Context: an optimization exercise on an open-source flow, tuned for small area and a short achievable clock period. The choices shown serve that exercise and are no tape-out recipe. Where RTL was checked, it was by simulation tests only, not by an equivalence proof against the original.

// adpll_ctrl
module adpll_ctrl (
   input  logic         clk,
   input  logic         rst_accum_all,
   input  logic [25:0]  fcw,
   input  logic [1:0]   adpll_mode,
   input  logic [11:0]  tdc_word,
   input  logic [29:0]  coefs,
   input  logic [23:0]  test,
   output logic [20:0]  dco_words,
   output logic [2:0]   pwr,
   output logic         channel_lock,
   output logic         channel_sat
);
   adpll_types_pkg::adpll_mode_e           adpll_mode_t;
   adpll_types_pkg::coef_regs_s            coefs_t;
   adpll_types_pkg::test_ctrl_s            test_t;
   adpll_types_pkg::bank_words_s           dco_words_t;
   adpll_types_pkg::pwr_ctrl_s             pwr_t;
   assign adpll_mode_t = adpll_types_pkg::adpll_mode_e'(adpll_mode);
   assign coefs_t      = coefs;
   assign test_t       = test;
   assign dco_words    = dco_words_t;
   assign pwr          = pwr_t;
  ...
Size in the first run: roughly 4100 cells after synthesis, roughly 230 flip-flops.
export LEC_CHECK = 0
export ABC_AREA = 1
export CAP_MARGIN = 20
export CORE_MARGIN = 2
export CORE_UTILIZATION = 40
export SETUP_SLACK_MARGIN = 3
export SLEW_MARGIN = 20
create_clock -name core_clock -period 33.0 [get_ports {clk}]
standard.sh (not shown) runs the stock make flow with config.mk's settings and CLKGATE_MAP_FILE= SYNTH_SCRIPT=/design/flow/synth_recipe.tcl, a recipe that flattens the netlist after the stock synthesis.
==> flow/flow/run.sh <==
#!/bin/bash
# The standard layout (standard.sh: unchanged synthesis, floorplan, placement,
# CTS, routing), with two settings changed:
#  - the port buffers are plain buf_1 cells instead of the delay buffers the
#    resizer picks by default (every port still gets its own buffer);
#  - CTS uses clkbuf_16 with larger sink clusters and no dummy loads.
# The whole ORFS run's output goes to standard_flow.log here; ORFS also keeps
# each step's own log under orfs/logs/.
set -euo pipefail
export BUFFER_PORTS_ARGS="-buffer_cell sky130_fd_sc_hd__buf_1"
export CTS_ARGS="-sink_clustering_enable -repair_clock_nets -buf_list sky130_fd_sc_hd__clkbuf_16 -dont_use_dummy_load -sink_clustering_size 20 -sink_clustering_max_diameter 120"
bash standard.sh finish > standard_flow.log 2>&1
Edit:
SETUP_SLACK_MARGIN = not set   (was 3)
What happened:
- cell area decreases by about 6%
- register-to-register slack got worse by 1.4 ns
- hold slack stays flat
- global-route usage goes down by 0.25 points
- area after synthesis does not change
- fmax decreases by 6.2%
- die area does not change
Edit:
--- a/flow/flow/run.sh
+++ b/flow/flow/run.sh
@@ -9,4 +9,4 @@
 set -euo pipefail
 export BUFFER_PORTS_ARGS="-buffer_cell sky130_fd_sc_hd__buf_1"
-export CTS_ARGS="-sink_clustering_enable -repair_clock_nets -buf_list sky130_fd_sc_hd__clkbuf_16 -dont_use_dummy_load -sink_clustering_size 20 -sink_clustering_max_diameter 120"
+export CTS_ARGS="-sink_clustering_enable -repair_clock_nets -buf_list sky130_fd_sc_hd__clkbuf_16 -dont_use_dummy_load"
 bash standard.sh finish > standard_flow.log 2>&1
What happened: Core utilization goes up by 0.58 points. Global-route usage increases by 0.11 points. Cell area rose slightly. Cell count is about the same. Die area does not change.

========
adpll_ctrl, a different RTL version from the one above (not shown whole).
Size: about 4000 cells after synthesis, about 220 flip-flops, ~25000 sq um of cells after synthesis.
==> flow/config.mk <==
export PLATFORM = sky130hd
export DESIGN_NAME = adpll_ctrl
export DESIGN_NICKNAME = adpll_ctrl
export VERILOG_FILES = /design/flow/design.v
export SDC_FILE = /design/flow/constraint.sdc
export NUM_CORES = 4
export LEC_CHECK = 0
export ABC_AREA = 1
export CAP_MARGIN = 20
export CORE_MARGIN = 2
export CORE_UTILIZATION = 60
export PLACE_DENSITY = 0.75
export SETUP_SLACK_MARGIN = 2.5
export SLEW_MARGIN = 20
==> flow/constraint.sdc <==
create_clock -name core_clock -period 33.0 [get_ports {clk}]
set_input_delay 6.6000 -clock core_clock [delete_from_list [all_inputs] [get_ports {clk}]]
set_output_delay 6.6000 -clock core_clock [all_outputs]
set_load 0.01 [all_outputs]
==> flow/flow/run.sh <==
#!/bin/bash
# The standard layout (standard.sh: unchanged synthesis, floorplan, placement,
# CTS, routing), with two settings changed:
#  - the port buffers are plain buf_1 cells instead of the delay buffers the
#    resizer picks by default (every port still gets its own buffer);
#  - CTS uses clkbuf_16 with larger sink clusters and no dummy loads.
# The whole ORFS run's output goes to standard_flow.log here; ORFS also keeps
# each step's own log under orfs/logs/.
set -euo pipefail
export BUFFER_PORTS_ARGS="-buffer_cell sky130_fd_sc_hd__buf_1"
export CTS_ARGS="-sink_clustering_enable -repair_clock_nets -buf_list sky130_fd_sc_hd__clkbuf_16 -dont_use_dummy_load -sink_clustering_size 20 -sink_clustering_max_diameter 120"
bash standard.sh finish > standard_flow.log 2>&1
Then changed:
ABC_AREA = 0   (was 1)
SETUP_SLACK_MARGIN = default   (was 2.5)
Outcome: The new run finished clean. Fmax is lower by a little under a tenth. Clock skew is higher by 7.6 ps. Global-route usage is higher by 6.2 points.
Then changed:
ABC_AREA = 1   (was 0)
SETUP_SLACK_MARGIN = 2   (was default)
What happened:
- routed wire length is lower by 24%
- global-route usage is lower by 6.4 points
- maximum frequency is higher by 8.0%
Then changed:
SETUP_SLACK_MARGIN = default   (was 2)
=> The changed run completed without violations. Global-route usage hardly moves. Die area stays the same. Synthesized cell count is unchanged. Critical path depth decreases by 6. Clock-buffer cell count does not change. Worst setup slack is worse by 1200 ps.
No functional check of the RTL was part of any run of this note.

========
run 1:
Another version of the RTL of adpll_ctrl (not shown whole).
For scale: roughly 220 flip-flops, about 120 I/O pins, ~25000 sq um of cells after synthesis.
==> flow/config.mk <==
export PLATFORM = sky130hd
export DESIGN_NAME = adpll_ctrl
export DESIGN_NICKNAME = adpll_ctrl
export VERILOG_FILES = /design/flow/design.v
export SDC_FILE = /design/flow/constraint.sdc
export NUM_CORES = 4
export LEC_CHECK = 0
export ABC_AREA = 1
export CAP_MARGIN = 20
export CORE_MARGIN = 2
export CORE_UTILIZATION = 60
export PLACE_DENSITY = 0.75
export SETUP_SLACK_MARGIN = 3
export SLEW_MARGIN = 20
==> flow/constraint.sdc <==
create_clock -name core_clock -period 33.0 [get_ports {clk}]
set_input_delay 6.6000 -clock core_clock [delete_from_list [all_inputs] [get_ports {clk}]]
set_output_delay 6.6000 -clock core_clock [all_outputs]
set_load 0.01 [all_outputs]
Scripts as last shown in full above: flow/flow/run.sh
Changes in run 2 relative to run 1:
Settings: a change of SETUP_SLACK_MARGIN from 3 to 1.5.
- Taking run 1 as the reference, in run 2 final critical path time including I/O delays and setup went up by 0.81 ns; core utilization of the finished layout decreased 2.8 points.
- [run 2 vs run 1] design area: lower in run 2
- Compared with run 1, the detailed router inserted fewer vias in run 2.
- Final weighted congestion in routability-driven placement: run 1 vs run 2 identical
- Summary of run 2 over run 1: met1 track demand over resource decreased 0.24 points; first-pass GRT wire length decreased about 0.8%; maximum frequency down about 2.7%.
- Diff run 1 -> run 2 | multi-input logic area | down by a few percent
Modified inputs, run 3 compared to run 2
Settings: SETUP_SLACK_MARGIN: 1.5 -> 2.
Findings:
Both conditions hold for run 2: the flow ran to the end and the final layout passed the timing, design-rule and antenna checks.
Run 3 finished end to end and its layout was clean on timing, DRC and antenna.
From run 2 to run 3 the numbers moved as follows: pin slew with the least headroom to its limit now larger, final routed wirelength across all metal layers now sits higher.
The higher non-clock buffer instance count of the final layout came out of run 3.

========
== job 3726 ==
Another version of the RTL of adpll_ctrl (not shown whole).
For scale: ~230 flip-flops, roughly 120 I/O pins, ~27000 sq um of cells after synthesis.
==> flow/config.mk <==
export PLATFORM = sky130hd
export DESIGN_NAME = adpll_ctrl
export DESIGN_NICKNAME = adpll_ctrl
export VERILOG_FILES = /design/flow/design.v
export SDC_FILE = /design/flow/constraint.sdc
export NUM_CORES = 4
export LEC_CHECK = 0
export ABC_AREA = 1
export CAP_MARGIN = 0
export CORE_MARGIN = 2
export CORE_UTILIZATION = 65
export SLEW_MARGIN = 0
==> flow/constraint.sdc <==
create_clock -name core_clock -period 33.0 [get_ports {clk}]
set_input_delay 6.6000 -clock core_clock [delete_from_list [all_inputs] [get_ports {clk}]]
set_output_delay 6.6000 -clock core_clock [all_outputs]
set_load 0.01 [all_outputs]
run.sh (not shown) runs the stock make flow with config.mk's settings and CLKGATE_MAP_FILE= SYNTH_SCRIPT=/design/flow/synth_recipe.tcl, a recipe that flattens the netlist after the stock synthesis.
Stock flow here: none of the scripts above is used.
Job 3726 finished end to end and its layout was clean on timing, DRC and antenna.
#### Input delta (job 1210 over job 3726)
- SLEW_MARGIN: 0 -> 20
- CTS_BUF_LIST: unset -> sky130_fd_sc_hd__clkbuf_4
- CAP_MARGIN: 0 -> 20
- CORE_UTILIZATION: 65 -> 40
Notes after the runs:
Looking only at number of iterations in the first detailed-routing pass, and setting everything else aside, the higher value of job 3726 and job 1210 goes to job 1210. Compared with job 3726, job 1210 shows row count that has gone up by more than a quarter. Looking at multi-input logic portion of the cell area, job 1210 sits below job 3726. Summary of the comparison: number of clock buffers in the layout is higher in job 1210, relative to job 3726. Of job 3726 and job 1210, the lower share of the final layout cell area in sequential cells belongs to job 1210. Job 3726 has lower fraction of the cycle the final worst path needs than job 1210. Diff job 3726 -> job 1210 | post-layout instance count excluding filler cells | increase of 433. Of job 3726 and job 1210, job 1210 shows the higher instance count after placement with tap cells included, with job 3726 below it.
Edits applied to the flow inputs when going from job 1210 to job 3900:
- removing CTS_BUF_LIST (formerly sky130_fd_sc_hd__clkbuf_4)
Job 1210 ended up with fcw[18] as its beginning of the critical path; job 3900 ended up with fcw[16].
Area growth from synthesis to layout: job 1210 and job 3900 compared, higher one is job 3900
Reported for job 1210 and job 3900, synthesis-stage register bit count turned out identical to the last digit.
Diff job 1210 -> job 3900 | final cell count | down slightly
Modified inputs, job 7238 compared to job 3900
==> flow/flow/run.sh (new file) <==
#!/bin/bash
# Standard layout, with plain buffers on the ports and no CTS dummy loads
set -euo pipefail
export BUFFER_PORTS_ARGS="-buffer_cell sky130_fd_sc_hd__buf_2"
export CTS_ARGS="-sink_clustering_enable -repair_clock_nets -buf_list sky130_fd_sc_hd__clkbuf_8 -dont_use_dummy_load -sink_clustering_size 30"
bash standard.sh finish > standard_flow.log 2>&1
==> flow/standard.sh (new file) <==
#!/bin/bash
# synth_recipe.tcl (not shown) runs the flow's synth.tcl, then flattens the netlist and writes it again
# the make line also repeats each setting of config.mk as NAME=value (left out here)
make -C /OpenROAD-flow-scripts/flow DESIGN_CONFIG=/design/flow/config.mk WORK_HOME=/design/flow/orfs CLKGATE_MAP_FILE= SYNTH_SCRIPT=/design/flow/synth_recipe.tcl "${@:-finish}"
removed: flow/run.sh
==> comparison <==
Compared with job 3900, job 7238 shows a lower number of non-clock buffers. Going from job 3900 to job 7238, share of layout cells above drive strength 1 went up by 2.4 points, post-layout instance count excluding filler cells held steady, worst clock skew on the final layout rose 0.067 ns, cell area fell about 3.5%.

========
== v5 ==
Another version of the RTL of adpll_ctrl (not shown whole).
For scale: about 220 flip-flops, ~120 I/O pins, ~26,000 µm² of cells after synthesis.
==> flow/design.v (excerpt) <==
module adpll_ctrl (
   input  logic         clk,
   input  logic         rst_accum_all,
   input  logic [25:0]  fcw,
   input  logic [1:0]   adpll_mode,
   input  logic [11:0]  tdc_word,
   input  logic [29:0]  coefs,
   input  logic [23:0]  test,
   output logic [20:0]  dco_words,
   output logic [2:0]   pwr,
   output logic         channel_lock,
   output logic         channel_sat
);
clock: 33.0 ns
lec_check: 0
abc_area: 1
cap_margin: 20
core_margin: 2
core_utilization: 60
place_density: 0.75
setup_slack_margin: 2
slew_margin: 20
standard.sh (not shown) runs the stock make flow with config.mk's settings and CLKGATE_MAP_FILE= SYNTH_SCRIPT=/design/flow/synth_recipe.tcl, a recipe that flattens the netlist after the stock synthesis.
==> flow/flow/run.sh <==
#!/bin/bash
# The standard layout (standard.sh: unchanged synthesis, floorplan, placement,
# CTS, routing), with two settings changed:
#  - the port buffers are plain buf_1 cells instead of the delay buffers the
#    resizer picks by default (every port still gets its own buffer);
#  - CTS uses clkbuf_16 with larger sink clusters and no dummy loads.
# The whole ORFS run's output goes to standard_flow.log here; ORFS also keeps
# each step's own log under orfs/logs/.
set -euo pipefail
export RECOVER_POWER=50
export BUFFER_PORTS_ARGS="-buffer_cell sky130_fd_sc_hd__buf_1"
export CTS_ARGS="-sink_clustering_enable -repair_clock_nets -buf_list sky130_fd_sc_hd__clkbuf_16 -dont_use_dummy_load -sink_clustering_size 20 -sink_clustering_max_diameter 120"
bash standard.sh finish > standard_flow.log 2>&1
To summarise v5: no stage aborted, but the layout did not pass its checks, failing on capacitance limit, slew limit.
Inputs modified between v5 and v45:
Settings: PLACE_DENSITY: 0.75 -> 0.85; CORE_UTILIZATION: 60 -> 70.
diff --git a/flow/flow/run.sh b/flow/flow/run.sh
--- a/flow/flow/run.sh
+++ b/flow/flow/run.sh
@@ -10 +9,0 @@
-export RECOVER_POWER=50
--- outcome ---
Maximum number of pins on one net before global-route repair (v45 / v5): 1.05. Layout-stage area growth over the synthesis result down 0.39 points in v45 wrt v5. Compared with v5, v45 shows a higher via count. Re share of cell area taken by multi-input logic gates: v45 is 0.49 points up on v5. [v45 vs v5] post-layout instance area: lower in v45. Against v5, v45 reports a wire length on met2 that is higher. Compare v45 and v5 | worst hold slack lower: v5. Going from v5 to v45, count of non-CTS buffers in the layout fell by 7, register-to-register slack rose by 0.03 ns, routed wire length stayed essentially flat. v45 was carried through to the last stage, and its layout satisfied the timing, design-rule and antenna checks.
For v29, these inputs were changed with respect to v45:
Settings: PLACE_DENSITY now 0.75, was 0.85; CORE_UTILIZATION now 60, was 70.
==> comparison <==
v45 → v29: first-pass GRT wire length has decreased; instance area after placement +0.38%. Arrival time at the worst endpoint was higher in v45 than in v29. v29 ran to completion and came out clean on the timing, design-rule and antenna checks. Number of placed cells counting well taps in v29 is 1.6% higher than in v45.

========
Setup of job 439:
Another version of the RTL of adpll_ctrl (not shown whole).
Size: ~4,000 cells after synthesis, roughly 0.025 mm2 of cells after synthesis.
==> flow/design.v (excerpt) <==
module adpll_ctrl (
   input  logic         clk,
   input  logic         rst_accum_all,
   input  logic [25:0]  fcw,
   input  logic [1:0]   adpll_mode,
   input  logic [11:0]  tdc_word,
   input  logic [29:0]  coefs,
   input  logic [23:0]  test,
   output logic [20:0]  dco_words,
   output logic [2:0]   pwr,
   output logic         channel_lock,
   output logic         channel_sat
);
export LEC_CHECK = 0
export ABC_AREA = 1
export CAP_MARGIN = 20
export CORE_MARGIN = 2
export CORE_UTILIZATION = 55
export SLEW_MARGIN = 20
create_clock -name core_clock -period 33.0 [get_ports {clk}]
==> flow/flow/run.sh <==
#!/bin/bash
# The standard layout (standard.sh: unchanged synthesis, floorplan, placement,
# CTS, routing), with two settings changed:
#  - the port buffers are plain buf_1 cells instead of the delay buffers the
#    resizer picks by default (every port still gets its own buffer);
#  - CTS uses clkbuf_16 with larger sink clusters and no dummy loads.
# The whole ORFS run's output goes to standard_flow.log here; ORFS also keeps
# each step's own log under orfs/logs/.
set -euo pipefail
export BUFFER_PORTS_ARGS="-buffer_cell sky130_fd_sc_hd__buf_1"
export CTS_ARGS="-sink_clustering_enable -repair_clock_nets -buf_list sky130_fd_sc_hd__clkbuf_16 -dont_use_dummy_load -sink_clustering_size 20 -sink_clustering_max_diameter 120"
bash standard.sh finish > standard_flow.log 2>&1
### job 439 -> job 4986
# job 439
export LEC_CHECK = 0
export ABC_AREA = 1
export CAP_MARGIN = 20
export CORE_MARGIN = 2
export CORE_UTILIZATION = 55
export SLEW_MARGIN = 20
create_clock -name core_clock -period 33.0 [get_ports {clk}]
# job 4986
export LEC_CHECK = 0
export ABC_AREA = 1
export CAP_MARGIN = 20
export CORE_MARGIN = 2
export CORE_UTILIZATION = 40
export SLEW_MARGIN = 20
create_clock -name core_clock -period 33.0 [get_ports {clk}]
Notes after the runs:
Against job 439, job 4986 comes in about 0.7% higher on number of buffers outside the clock class in the layout. Relative to job 439, worst setup slack has gone down in job 4986. Going from job 439 to job 4986, total length of routed met2 wires +9.3%, critical path depth lower, layout overhead on the synthesized area up 1.3 points, final area climbed 340 um2. Via count, job 439 and job 4986: lower on job 4986.
--- input diff job 4986..job 2617 ---
# job 4986
export LEC_CHECK = 0
export ABC_AREA = 1
export CAP_MARGIN = 20
export CORE_MARGIN = 2
export CORE_UTILIZATION = 40
export SLEW_MARGIN = 20
create_clock -name core_clock -period 33.0 [get_ports {clk}]
# job 2617
export LEC_CHECK = 0
export ABC_AREA = 1
export CAP_MARGIN = 20
export CORE_MARGIN = 2
export CORE_UTILIZATION = 60
export PLACE_DENSITY = 0.75
export SLEW_MARGIN = 20
create_clock -name core_clock -period 33.0 [get_ports {clk}]
## What came out
Non-clock buffer count, job 2617 vs job 4986: down slightly
In the tables for job 2617 and job 4986, wire length reads higher with job 4986.
Job 2617 against job 4986; placed cell area is down slightly.
Across both runs, register share of the cell area was higher for job 2617 than for job 4986.
Summary of job 2617 over job 4986: relative slew slack fell by 4.6 points; layout-stage area growth over the synthesis result fell by 1.8 points; cell count of the worst reg-to-reg path down 5.
NOTE well tap count job 4986->job 2617 decreased by more than a quarter
Function was not checked in any run of this note: the RTL went through the layout flow alone.

==> port drivers added, routing unchanged <==
In the flow no input, the clock included, has a driving cell. The finished layouts below were timed again as built, in two steps. Step 1, drivers: a clkbuf_16 drives clk and a buf_2 each remaining input, both assumed. Step 2 also shifts input and output timing later by t, the mid clock arrival at the registers, as if the neighbouring blocks saw the same clock. Slacks: ideal ports / drivers / drivers and shift; pairs: ideal ports / drivers.
run	t, ns	setup WS [ns]	worst hold slack (ns)	slew at the worst register clock pin (ns)
the first run of note 1	0.585	3.691 / 3.662 / 3.662	0.456 / 0.456 / 0.456	0.11 / 0.11
the second run of note 1	0.585	1.747 / 1.717 / 1.717	0.455 / 0.455 / 0.455	0.11 / 0.11
the third run of note 1	0.637	1.774 / 1.744 / 1.744	0.451 / 0.451 / 0.451	0.06 / 0.06
the first run of note 2	0.565	3.350 / 3.326 / 3.326	0.459 / 0.459 / 0.459	0.10 / 0.10
the second run of note 2	0.582	0.566 / 0.543 / 0.543	0.484 / 0.484 / 0.484	0.11 / 0.11
the third run of note 2	0.567	2.956 / 2.933 / 2.933	0.452 / 0.452 / 0.452	0.10 / 0.10
the fourth run of note 2	0.563	1.725 / 1.666 / 1.666	0.453 / 0.453 / 0.453	0.10 / 0.10
run 1	0.571	3.900 / 3.873 / 3.873	0.453 / 0.453 / 0.453	0.10 / 0.10
run 2	0.570	3.086 / 3.058 / 3.058	0.453 / 0.453 / 0.453	0.10 / 0.10
run 3	0.571	3.310 / 3.283 / 3.283	0.453 / 0.453 / 0.453	0.10 / 0.10
job 3726	0.635	1.523 / 1.499 / 1.499	0.445 / 0.445 / 0.445	0.07 / 0.07
job 1210	0.855	1.458 / 1.431 / 1.431	0.449 / 0.449 / 0.449	0.07 / 0.07
job 3900	0.665	1.464 / 1.438 / 1.438	0.450 / 0.450 / 0.450	0.07 / 0.07
job 7238	0.684	2.163 / 2.126 / 2.126	0.462 / 0.462 / 0.462	0.06 / 0.06
v5	0.566	2.896 / 2.870 / 2.870	0.451 / 0.451 / 0.451	0.10 / 0.10
v45	0.567	3.075 / 3.048 / 3.048	0.458 / 0.458 / 0.458	0.10 / 0.10
v29	0.565	3.164 / 3.137 / 3.137	0.454 / 0.454 / 0.454	0.10 / 0.10
job 439	0.566	1.820 / 1.798 / 1.798	0.446 / 0.446 / 0.446	0.10 / 0.10
job 4986	0.573	1.680 / 1.656 / 1.656	0.460 / 0.460 / 0.460	0.10 / 0.10
job 2617	0.568	1.974 / 1.946 / 1.946	0.455 / 0.455 / 0.455	0.10 / 0.10
For the fourth run of note 2, which loses most, drivers alone change the setup slack by -0.059 ns; drivers and shift together by -0.059 ns.
